Context: an optimization exercise on an open-source flow, tuned for small area, a short achievable clock period and few clock cycles per item. The choices shown serve that exercise and are no tape-out recipe. In this exercise RTL edits were held to simulation tests only and were not proved equivalent to the original.

## run 1
// aes_sbox_lanes
module aes_sbox_lanes (
    input  logic        clock,
    input  logic        reset,
    input  logic        in_valid,
    output logic        in_ready,
    input  logic [31:0] in_share0,
    input  logic [31:0] in_share1,
    input  logic        rnd_valid,
    output logic        rnd_ready,
    input  logic [63:0] rnd_data,
    input  logic [63:0] prng_seed,
    output logic        out_valid,
    input  logic        out_ready,
    output logic [31:0] out_share0,
    output logic [31:0] out_share1,
    output logic [3:0]  credits_used
);
Size in the first run: about 5600 cells after synthesis, roughly 270 I/O pins, roughly 56000 sq um of cells after synthesis.
clock: 9.0 ns
lec_check: 0
abc_clock_period_in_ps: 4000
cap_margin: 20
core_margin: 2
core_utilization: 50
cts_buf_list: sky130_fd_sc_hd__clkbuf_8
cts_cluster_diameter: 60
cts_cluster_size: 14
setup_slack_margin: 4.9
slew_margin: 20
tns_end_percent: 100
standard.sh (not shown) runs the stock make flow with config.mk's settings and CLKGATE_MAP_FILE= SYNTH_SCRIPT=/design/flow/synth_recipe.tcl, a recipe that flattens the netlist after the stock synthesis.
==> flow/flow/run.sh <==
#!/bin/bash
# Own layout flow: the standard flow with two changes.
# 1. Synthesis maps the logic with flow/abc.script (ABC's &dch/&nf mapping, which suits the
#    XOR-heavy GF(2^8) arithmetic far better than abc_speed.script). The standard synthesis is
#    also run, into orfs_ref/, and the registers of the two netlists are compared; if they differ
#    the standard synthesis is used.
# 2. Every port still gets a buffer, but a plain sky130_fd_sc_hd__buf_1 (BUFFER_PORTS_ARGS)
#    rather than the delay buffer buffer_ports picks by default; the resizer sizes them up as needed.
set -uo pipefail
W=$PWD
sed -e "s#SYNTH_SCRIPT=[^ ]*#SYNTH_SCRIPT=$W/flow/synth.tcl#" standard.sh > my_synth.sh
sed -e "s#WORK_HOME=[^ ]*#WORK_HOME=$W/orfs_ref#" -e '/^if /,$d' standard.sh > ref_synth.sh
MY_ABC_SCRIPT=$W/flow/abc.script bash my_synth.sh synth > synth.log 2>&1 &
bash ref_synth.sh synth > ref_synth.log 2>&1
wait
RES=orfs/results/$FLOW_PLATFORM/aes_sbox_lanes/base
REF=orfs_ref/results/$FLOW_PLATFORM/aes_sbox_lanes/base
if ! python3 flow/regs.py $RES/1_2_yosys.v $REF/1_2_yosys.v > regs.log 2>&1; then
  echo "own synthesis differs from the standard one; using the standard flow" >> regs.log
  rm -rf orfs
fi
BUFFER_PORTS_ARGS="-buffer_cell sky130_fd_sc_hd__buf_1" bash standard.sh > layout.log 2>&1
==> flow/flow/abc.script <==
&get -n
&st
&dch
&nf
&put
buffer -c
topo
stime -c
upsize -c
dnsize -c
Other scripts of this flow, unchanged in this note and not shown: flow/flow/regs.py, flow/flow/synth.tcl
The final layout from run 1, which completed every stage, passed the timing, design-rule and antenna checks at the end of the flow.
Testbench counts of run 1, summed over its fixed seeds: cycles 16,032, items 16,000.
## Diff of input files: run 2 against run 1
- clearing CTS_BUF_LIST, which used to be sky130_fd_sc_hd__clkbuf_8
- clearing CTS_CLUSTER_DIAMETER, which used to be 60
- clearing CTS_CLUSTER_SIZE, which used to be 14
==> flow/flow/abc.script <==
&get -n
&st
&dch
&nf
&put
[summary]
Summary of run 2 over run 1: mapped cell area -1100 sq um; die outline height -0.96%.
The inputs of run 3 differ from those of run 2 as listed below.
- CTS_CLUSTER_SIZE: unset -> 16
- CTS_CLUSTER_DIAMETER: unset -> 70
- CTS_BUF_LIST: unset -> sky130_fd_sc_hd__clkbuf_8
==> flow/flow/abc.script <==
&get -n
&st
&dch
&nf
&put
buffer -c
topo
stime -c
upsize -c
dnsize -c
==> run summary <==
- In run 3 the number of standard cells in the layout, taps in and fillers out turned out 0.69% lower than in run 2.
- For wire length of the first global-routing pass, run 2 and run 3 come out practically identical.
- When the final numbers for run 3 and run 2 were put side by side, the combined area of all synthesized cells turned out to be smaller in run 2.
Modified inputs, run 4 compared to run 3
- clearing CTS_CLUSTER_SIZE, which used to be 16
- swapping 4.9 for 5 in SETUP_SLACK_MARGIN
- clearing CTS_BUF_LIST, which used to be sky130_fd_sc_hd__clkbuf_8
- clearing CTS_CLUSTER_DIAMETER, which used to be 70
==> comparison <==
The lower post-cts resize count of run 4 and run 3 is in run 3. [compare] base=run 3 new=run 4: achievable frequency shows an increase of about 1%; number of diodes fell 2. Area used by multi-input combinational logic, run 4 and run 3, higher one = run 4. Clock buffer count in the final layout: lower on run 3.

---

## try-fjord
Starting RTL as in the previous note.
clock: 9.0 ns
lec_check: 0
abc_clock_period_in_ps: 4000
cap_margin: 20
core_margin: 2
core_utilization: 50
cts_buf_list: sky130_fd_sc_hd__clkbuf_8
cts_cluster_diameter: 80
cts_cluster_size: 20
setup_slack_margin: 4.9
slew_margin: 20
tns_end_percent: 100
==> flow/flow/abc.script <==
&get -n
&st
&dch
&nf
&put
buffer -c
topo
stime -c
upsize -c
dnsize -c
==> flow/flow/regs.py <==
# regs.py A.v B.v: compares the flip-flops (instance name and cell type) of two netlists.
import re, sys
def regs(path):
    out = {}
    for cell, name in re.findall(r'^\s*(sky130_fd_sc_hd__\w*df\w*)\s+(\S+)\s*\(', open(path).read(), re.M):
        out[name] = re.sub(r'_\d+$', '', cell)
    return out
a, b = regs(sys.argv[1]), regs(sys.argv[2])
print(f"{len(a)} and {len(b)} flip-flops")
if a != b:
    print("registers differ:", sorted(set(a.items()) ^ set(b.items()))[:20])
    sys.exit(1)
print("registers match")
==> flow/flow/synth.tcl <==
# synth_recipe.tcl (the standard synthesis) with one change: Yosys's abc pass runs the ABC script
# named by MY_ABC_SCRIPT instead of ORFS's abc_speed.script. Registers are mapped before abc
# runs, so their names and cells are those of the standard synthesis.
proc synth {args} { yosys synth -nofsm -noshare {*}$args }
proc abc {args} {
  set i [lsearch -exact $args -script]
  if {$i >= 0} { lset args [expr {$i + 1}] $::env(MY_ABC_SCRIPT) }
  yosys abc {*}$args
}
source $::env(SCRIPTS_DIR)/synth.tcl
# left out here: clear keep_hierarchy, flatten, clean up, hide names made inside functions, write 1_2_yosys.v
Scripts as last shown in full above: flow/flow/run.sh
try-fjord went all the way through the flow, and no timing, DRC or antenna check failed.
Testbench counts of try-fjord, summed over its fixed seeds: cycles 16,032, items 16,000.
For try-sierra, these inputs were changed with respect to try-fjord:
# try-fjord
export LEC_CHECK = 0
export ABC_CLOCK_PERIOD_IN_PS = 4000
export CAP_MARGIN = 20
export CORE_MARGIN = 2
export CORE_UTILIZATION = 50
export CTS_BUF_LIST = sky130_fd_sc_hd__clkbuf_8
export CTS_CLUSTER_DIAMETER = 80
export CTS_CLUSTER_SIZE = 20
export SETUP_SLACK_MARGIN = 4.9
export SLEW_MARGIN = 20
export TNS_END_PERCENT = 100
create_clock -name core_clock -period 9.0 [get_ports {clock}]
# try-sierra
export LEC_CHECK = 0
export ABC_CLOCK_PERIOD_IN_PS = 4000
export CAP_MARGIN = 20
export CORE_MARGIN = 2
export CORE_UTILIZATION = 50
export SETUP_SLACK_MARGIN = 4.9
export SLEW_MARGIN = 20
export TNS_END_PERCENT = 100
create_clock -name core_clock -period 9.0 [get_ports {clock}]
Results
- try-sierra gives more total via count in the routed design than try-fjord did.
- Going from try-fjord to try-sierra, proportion of cell area occupied by registers fell 0.99 points, area growth from synthesis to layout rose 3.0 points, final area rose about 2.7%.
- Diff try-fjord..try-sierra | final critical-path setup slack | negligible
- Note that the clock-buffer cell count recorded for try-sierra amounts to 2.1 times the value seen in try-fjord.
- try-fjord -> try-sierra: global-route usage flat
- Relative to try-fjord, share of the core filled with cells in the final layout has increased by 1.5 points in try-sierra.
- Compared with try-fjord, try-sierra shows non-clock buffer count that has gone down by a few percent.

## re-timing with driven ports
The flow's constraints put no driver on any port. The routed layouts listed below were extracted and timed again, unchanged, in two steps. Step 1: set_driving_cell puts a clkbuf_16 on clock and a buf_2 on each other input, an assumption about the parent block. Step 2 moves the port delays by t, midway between the first and last clock arrival at a register: inputs arrive t later, outputs are due t later. That takes back most of the time a late clock gives input paths. a / b / c = ideal / step 1 / step 2; a / b = the first two.
| run | t, ns | setup slack, ns | worst setup path at the end | worst register clock-pin slew, ns | worst data-port slew with drivers (ns) |
|---|---|---|---|---|---|
| run 1 | 0.846 | 4.911 / 4.869 / 4.315 | input to register | 0.09 / 0.09 | 0.05 |
| run 2 | 0.722 | 4.891 / 4.850 / 4.364 | input to register | 0.07 / 0.07 | 0.05 |
| run 3 | 0.822 | 4.895 / 4.873 / 4.284 | input to register | 0.10 / 0.10 | 0.04 |
| run 4 | 0.728 | 4.938 / 4.898 / 4.335 | input to register | 0.07 / 0.07 | 0.05 |
| try-fjord | 0.843 | 4.912 / 4.878 / 4.266 | input to register | 0.12 / 0.12 | 0.05 |
| try-sierra | 0.718 | 4.910 / 4.868 / 4.380 | input to register | 0.07 / 0.07 | 0.05 |
After both steps every run listed still meets setup and hold. The setup slack of try-fjord, which loses most, moves by -0.034 ns with the drivers and by -0.646 ns with both steps.
